This is an optimization exercise on Yosys and OpenROAD, whose aim is small area, not a production implementation. Only simulation tests tie the RTL to the original design; equivalence was not proved. No activity file was given, so power comes from the tool's default toggle rates.

$ cat run.sh
#!/bin/bash
# synth_recipe.tcl (not shown) runs the flow's synth.tcl, then flattens the netlist and writes it again
# the make line also repeats each setting of config.mk as NAME=value (left out here)
make -C /OpenROAD-flow-scripts/flow DESIGN_CONFIG=/design/flow/config.mk WORK_HOME=/design/flow/orfs CLKGATE_MAP_FILE= SYNTH_SCRIPT=/design/flow/synth_recipe.tcl finish
$ cat config.mk
export PLATFORM = sky130hd
export DESIGN_NAME = mb_rx_flit_deser
export DESIGN_NICKNAME = mb_rx_flit_deser
export VERILOG_FILES = /design/flow/design.v
export SDC_FILE = /design/flow/constraint.sdc
export NUM_CORES = 4
export LEC_CHECK = 0
export CAP_MARGIN = 20
export CORE_MARGIN = 2
export CORE_UTILIZATION = 40
export SLEW_MARGIN = 20
$ cat constraint.sdc
create_clock -name core_clock -period 6.5 [get_ports {clk}]
set_input_delay 1.3000 -clock core_clock [delete_from_list [all_inputs] [get_ports {clk}]]
set_output_delay 1.3000 -clock core_clock [all_outputs]
set_load 0.01 [all_outputs]
$ cat design.v
package ucie_mb_pkg;
   localparam int UI_PER_BURST = 8;
   localparam int VALID_HI_UI  = 4;
   typedef enum logic [1:0] {
      IDLE = 2'd0,
      HI   = 2'd1,
      LO   = 2'd2
   } rx_state_e;
   typedef logic [7:0] flit_byte_t;
endpackage
module mb_rx_flit_fifo #(
   parameter int WIDTH = 512,
   parameter int DEPTH = 4
) (
   input  logic                     clk,
   input  logic                     rst_n,
   input  logic                     push_i,
   input  logic [WIDTH-1:0]         push_data_i,
   input  logic                     pop_i,
   output logic [WIDTH-1:0]         pop_data_o,
   output logic                     full_o,
   output logic                     empty_o,
   output logic [$clog2(DEPTH):0]   fill_o
);
   localparam int AW = $clog2(DEPTH);
   logic [WIDTH-1:0] mem_q [DEPTH];
   logic [AW-1:0]    wr_ptr_q, wr_ptr_d;
   logic [AW-1:0]    rd_ptr_q, rd_ptr_d;
   logic [AW:0]      fill_q, fill_d;
   always_comb begin
      wr_ptr_d = wr_ptr_q;
      rd_ptr_d = rd_ptr_q;
      fill_d   = fill_q;
      if (push_i) wr_ptr_d = wr_ptr_q + AW'(1);
      if (pop_i)  rd_ptr_d = rd_ptr_q + AW'(1);
      case ({push_i, pop_i})
         2'b10:   fill_d = fill_q + (AW+1)'(1);
         2'b01:   fill_d = fill_q - (AW+1)'(1);
         default: fill_d = fill_q;
      endcase
   end
   always_ff @(posedge clk or negedge rst_n) begin
      if (!rst_n) begin
         wr_ptr_q <= '0;
         rd_ptr_q <= '0;
         fill_q   <= '0;
      end else begin
         wr_ptr_q <= wr_ptr_d;
         rd_ptr_q <= rd_ptr_d;
         fill_q   <= fill_d;
      end
   end
   always_ff @(posedge clk) begin
      if (push_i) mem_q[wr_ptr_q] <= push_data_i;
   end
   assign empty_o    = (fill_q == '0);
   assign full_o     = (fill_q == (AW+1)'(DEPTH));
   assign fill_o     = fill_q;
   assign pop_data_o = empty_o ? '0 : mem_q[rd_ptr_q];
endmodule
module mb_rx_flit_deser #(
   parameter int NUM_LANES  = 16,
   parameter int FLIT_BYTES = 64,
   parameter int FIFO_DEPTH = 4
) (
   input  logic                            clk,
   input  logic                            reset_n,
   input  logic                            valid_iPin,
   input  logic [NUM_LANES-1:0]            dataPins_i,
   output logic                            flit_valid_o,
   input  logic                            flit_ready_i,
   output logic [FLIT_BYTES*8-1:0]         flit_data_o,
   output logic                            frame_err_o,
   output logic                            overflow_o,
   input  logic                            clr_sticky_i,
   output logic [$clog2(FIFO_DEPTH):0]     fill_level_o
);
   localparam int FRAGS  = FLIT_BYTES / NUM_LANES;
   localparam int FRAG_W = (FRAGS > 1) ? $clog2(FRAGS) : 1;
   localparam int FLIT_W = FLIT_BYTES * 8;
   localparam logic [FRAG_W-1:0] LAST_FRAG = FRAG_W'(FRAGS - 1);
   localparam logic [2:0]        LAST_HI   = 3'(ucie_mb_pkg::VALID_HI_UI - 1);
   localparam logic [2:0]        LAST_UI   = 3'(ucie_mb_pkg::UI_PER_BURST - 1);
   ucie_mb_pkg::rx_state_e          state_q, state_d;
   logic [2:0]         ui_q, ui_d;
   logic [FRAG_W-1:0]  frag_q, frag_d;
   logic [FLIT_W-1:0]  asm_q, asm_d;
   logic               frame_err_q, frame_err_d;
   logic               overflow_q, overflow_d;
   logic               store;
   logic               err;
   logic               flit_done;
   logic               fifo_full, fifo_empty;
   logic               pop_ok, push_ok, drop;
   always_comb begin
      state_d     = state_q;
      ui_d        = ui_q;
      frag_d      = frag_q;
      asm_d       = asm_q;
      frame_err_d = 1'b0;
      store       = 1'b0;
      err         = 1'b0;
      flit_done   = 1'b0;
      case (state_q)
         ucie_mb_pkg::IDLE: begin
            if (valid_iPin) begin
               store   = 1'b1;
               ui_d    = 3'd1;
               state_d = ucie_mb_pkg::HI;
            end
         end
         ucie_mb_pkg::HI: begin
            if (valid_iPin) begin
               store = 1'b1;
               ui_d  = ui_q + 3'd1;
               if (ui_q == LAST_HI) state_d = ucie_mb_pkg::LO;
            end else begin
               err = 1'b1;
            end
         end
         ucie_mb_pkg::LO: begin
            if (!valid_iPin) begin
               store = 1'b1;
               if (ui_q == LAST_UI) begin
                  ui_d    = 3'd0;
                  state_d = ucie_mb_pkg::IDLE;
                  if (frag_q == LAST_FRAG) begin
                     frag_d    = '0;
                     flit_done = 1'b1;
                  end else begin
                     frag_d = frag_q + FRAG_W'(1);
                  end
               end else begin
                  ui_d = ui_q + 3'd1;
               end
            end else begin
               err = 1'b1;
            end
         end
         default: state_d = ucie_mb_pkg::IDLE;
      endcase
      if (store) begin
         for (int b = 0; b < NUM_LANES; b++) begin
            asm_d[(int'(frag_q) * NUM_LANES + b) * 8 + int'(ui_q)] = dataPins_i[b];
         end
      end
      if (err) begin
         frame_err_d = 1'b1;
         ui_d        = 3'd0;
         frag_d      = '0;
         state_d     = ucie_mb_pkg::IDLE;
      end
   end
   assign pop_ok  = flit_ready_i && !fifo_empty;
   assign push_ok = flit_done && (!fifo_full || pop_ok);
   assign drop    = flit_done && !push_ok;
   always_comb begin
      overflow_d = overflow_q;
      if (clr_sticky_i) overflow_d = 1'b0;
      if (drop)         overflow_d = 1'b1;
   end
   always_ff @(posedge clk or negedge reset_n) begin
      if (!reset_n) begin
         state_q     <= ucie_mb_pkg::IDLE;
         ui_q        <= 3'd0;
         frag_q      <= '0;
         asm_q       <= '0;
         frame_err_q <= 1'b0;
         overflow_q  <= 1'b0;
      end else begin
         state_q     <= state_d;
         ui_q        <= ui_d;
         frag_q      <= frag_d;
         asm_q       <= asm_d;
         frame_err_q <= frame_err_d;
         overflow_q  <= overflow_d;
      end
   end
   mb_rx_flit_fifo #(
      .WIDTH (FLIT_W),
      .DEPTH (FIFO_DEPTH)
   ) u_fifo (
      .clk         (clk),
      .rst_n       (reset_n),
      .push_i      (push_ok),
      .push_data_i (asm_d),
      .pop_i       (pop_ok),
      .pop_data_o  (flit_data_o),
      .full_o      (fifo_full),
      .empty_o     (fifo_empty),
      .fill_o      (fill_level_o)
   );
   assign flit_valid_o = !fifo_empty;
   assign frame_err_o  = frame_err_q;
   assign overflow_o   = overflow_q;
endmodule
==> run summary <==
==> cell type report <==
type	count	share of cell area (%)
clock inverters	162	1.19
diodes	53	0.0966
well taps	3705	3.38
clock buffers	353	5.45
multi-input cells	4406	25.2
flip-flops and latches	2576	54.4
repair buffers	1542	10.2
inverters	50	0.137
==> critical path: stages (launching register included) <==
cell	delay, ns
dfrtp_2	0.44
inv_2	0.27
ha_1	0.37
or2_2	0.20
ha_1	0.24
inv_1	0.07
ha_1	0.51
buf_12	0.27
a21oi_1	0.12
buf_4	0.25
nand3_2	0.21
nor3_1	0.74
buf_4	0.30
a21oi_1	0.13
buf_4	0.20
o21ai_0	0.41
o21ai_1	0.24
buf_4	0.24
==> flip-flops by register name, indices dropped and copies added, names as in the netlist <==
signal	flops
asm_q	512
frag_q	2
frame_err_q	1
overflow_q	1
state_q	2
u_fifo.fill_q	3
u_fifo.mem_q	2048
u_fifo.rd_ptr_q	2
u_fifo.wr_ptr_q	2
ui_q	3
==> cell usage in the layout, fill, tap and decap left out, types with 20 or more instances in the layout <==
cell                n
clkinv_2           46
o21ai_1            27
nor3_1            145
a221o_1            61
nand2b_1           22
a22o_1             32
nand3_1           209
mux4_2            512
clkinv_1           41
nand4_1            38
o211ai_1           28
a31oi_1            61
a22oi_1           110
nor4_1             26
o22ai_1           103
and2_1            527
o221ai_1           39
o22a_1             41
edfxtp_1         2048
buf_12             86
mux2i_1            39
dfrtp_1           524
ha_1               21
o21a_1             20
nor3_2             29
nand2_1           556
clkdlybuf4s50_1   531
clkbuf_16         287
inv_1              48
diode_2            53
a221oi_1           33
a32oi_1            75
buf_4             915
o21ai_0           522
clkbuf_1           61
a21oi_1           295
o311ai_0           21
nor2_1            393
o31ai_1            29
==> logic make-up (layout without fill, tap and decap cells) <==
group	count (synthesis)	after routing	share of synthesized area (%)
other cells	0	53	0
compound gates	1674	1674	9.83
simple gates	2140	2140	9.72
fa+ha+maj	24	24	0.276
mux	558	558	10.8
xor+xnor	10	10	0.0786
buf+inv	617	2107	2.29
flops	2576	2576	67.0
==> how the worst max path moves through the flow <==
stage	cells past startpoint	endpoint	slack, ns
after floorplan	5	u_fifo.mem_q[0][0]	-2.41
after global placement	12	u_fifo.mem_q[0][42]	1.04
after detailed placement	6	u_fifo.mem_q[2][60]	1.26
after CTS	4	flit_data_o[226]	0.98
after global routing	17	u_fifo.mem_q[0][233]	0.95
final	17	u_fifo.mem_q[0][233]	1.0
==> power by group through the flow <==
| stage | Combinational (mW) | Sequential [mW] | Clock (mW) |
|---|---|---|---|
| 2_1_floorplan | 8.97 | 19.3 | 0 |
| 3_3_place_gp | 20.6 | 19.6 | 0 |
| 3_5_place_dp | 20.6 | 19.5 | 0 |
| 5_1_grt | 21.5 | 19.3 | 16.9 |
| 4_1_cts | 20.7 | 19.2 | 16.2 |
| 6_report | 21.5 | 19.2 | 16.0 |
==> cell usage after synthesis (all sizes together) (11+ instances only) <==
cell type / number
a211o: 13
a211oi: 13
a21o: 19
a21oi: 296
a221o: 61
a221oi: 33
a22o: 32
a22oi: 110
a2bb2oi: 12
a31oi: 62
a32o: 18
a32oi: 75
and2: 537
and3: 17
buf: 246
clkbuf: 321
dfrtp: 528
edfxtp: 2048
ha: 23
inv: 49
mux2i: 39
mux4: 512
nand2: 567
nand2b: 23
nand3: 210
nand4: 38
nor2: 414
nor2b: 19
nor3: 179
nor3b: 12
nor4: 41
o211ai: 28
o21a: 20
o21ai: 550
o221ai: 39
o22a: 41
o22ai: 103
o2bb2ai: 16
o311ai: 23
o31ai: 32
o32ai: 19
or2: 11
or3: 18
==> layer usage <==
metal	wire length [um]	track usage, %	part of all wire (%)
met1	245000	58.2	42
met2	232000	53.9	40
met3	66200	12.4	11
met4	37200	21.3	6.4
met5	142	0	0.024
==> impl_metrics.csv <==
group,metric,value,unit
grt,grt_max_degree,222,
clock_network,postCtsSetupRepairBufs,0,
grt,grt_pass1_vias,79451,
grt,antenna_found_initial,82,
synth,synth.avg_cell_area,14.7,sq um
power_and_ir_drop,p_int,34.5,mW
floorplan,die_width,532,um
placed_design,gp_congestion,1.07,
setup_path,rrSetupSlack,1.0,ns
clock_network,clock_path_buffers,4,
placed_design,dp_worst_setup_slack,1.26,ns
detailed_routing,via_per_inst,6.49,
clock_network,clock_latency,0.95,ns
power_and_ir_drop,p_comb_share,37.9,%
timing,max_freq,182,MHz
power_and_ir_drop,power_leakage,49.8,nW
synth,synth_area_leaders,"edfxtp_1, dfrtp_1, mux4_2",
clock_network,ctsResizeCount,0,
final_layout,nets,8904,
placed_design,hpwl,430000,um
floorplan,ios,539,
detailed_routing,drt_pass1_iterations,8,
final_layout,drive_above_1_share,23.0,%
power_and_ir_drop,power_density,413,nW/um^2
placed_design,dp_cells,12278,
synth,syn_inst,7599,
floorplan,core-area,277000,sq um
detailed_routing,antenna_left,0,
timing,setup_tns,0,ns
placed_design,dpl_cell_area,128000,sq um
clock_network,numCtsBuffers,283,
timing,fin_skew,0.0556,ns
min_path,hold_class,"in2async",
synth,synth_area,111000,sq um
clock_network,cts-htree-levels,5,
power_and_ir_drop,power_frac_seq,33.9,%
synth,synth_top_area_share,55.2,%
floorplan,start_util,40.3,%
final_layout,nFillCells,23807,
setup_path,rr_endpoint,"u_fifo.mem_q[0][233]",
final_layout,multi_input_area,34600,sq um
grt,grt_overflow,0,
floorplan,placementRows,193,
clock_network,root_buffer,"clkbuf_16",
power_and_ir_drop,swShare,39.2,%
power_and_ir_drop,power,56.7,mW
final_layout,regArea,74700,sq um
run_status,status,"timing/DRC/antenna clean",
power_and_ir_drop,p_clk_share,28.3,%
timing,worst_slew_pin_slew,1.34,ns
setup_path,crit_type,"reg2reg",
timing,setup_viol,0,
job,drv_cap,0,
power_and_ir_drop,p_sw,22.2,mW
timing,hold_slack,0.386,ns
synth,ys_seq_elements,2576,
synth,synth_edf_count,2048,
clock_network,cts.clk_slew.worst_paths,0.06,ns
setup_path,rr_worst_depth,17,
setup_path,endpoint_kind,"register",
detailed_routing,wl_per_cell,45.2,um
detailed_routing,drc_errors,0,
timing,fin_crit_sh,84.6,%
timing,maxSlewHeadroom,10.3,%
grt,grt_pass1_wl,760000,um
detailed_routing,via_count,83344,
synth,yosysWarnings,2,
power_and_ir_drop,ir_drop,473,uV
setup_path,r2r_start,"frag_q[0]",
final_layout,stdcell_area,137000,sq um
timing,post-route-min-period,5.50,ns
setup_path,crit_start,"frag_q[0]",
placed_design,io_buffers,538,
timing,hold_viol_final,0,
synth,syn-num-nets,7644,
final_layout,final_cells,12847,
synth,synthArstFlopShare,20.5,%
final_layout,syn2layout_area_growth,23.2,%
floorplan,design.die.area,283000,sq um
floorplan,die_h,532,um
synth,ys_types,99,
setup_path,cp_max_fo,12,
clock_network,cts_sinks,2576,
timing,layout_setup_ws,0.999,ns
setup_path,cp-start-kind,"register",
detailed_routing,routed_wl,580000,um
detailed_routing,drt_iter0_drc,13540,
timing,rsz0062_at_grt,"no",
clock_network,hold_buffers,0,
synth,synth.largest_area_cell,"edfxtp_1",
clock_network,tritoncts,"built",
synth,synth-seq-area-share,67.0,%
setup_path,worstPathRequired,7.16,ns
final_layout,fin_util,49.6,%
synth,synth_ff_type,"edfxtp_1",
setup_path,worstPathArrival,6.16,ns
grt,grt_usage,40.2,%
timing,slew_viol_final,0,

-- re-timing with driven ports --
The flow's constraints put no driver on any port. The routed layout listed below was extracted and timed again, unchanged, in two steps. Step 1 (the two cells are an assumption about what drives the block):
set clk [get_ports {clk}]
set_driving_cell -lib_cell sky130_fd_sc_hd__clkbuf_16 $clk
set_driving_cell -lib_cell sky130_fd_sc_hd__buf_2 [delete_from_list [all_inputs] $clk]
Step 2, shift: input delay + t, output delay - t, t = (earliest + latest rising clock arrival at the registers) / 2. This alone moves slack from input paths to output paths. a / b / c = ideal / step 1 / step 2; a / b = the first two.
t (ns): 1.024
setup WS [ns]: 0.999 / 0.976 / 0.999
pins driven straight from the clock port: 1
After both steps this run still meets setup and hold. The setup slack of this run moves by -0.023 ns with the drivers and by 0.000 ns with both steps.
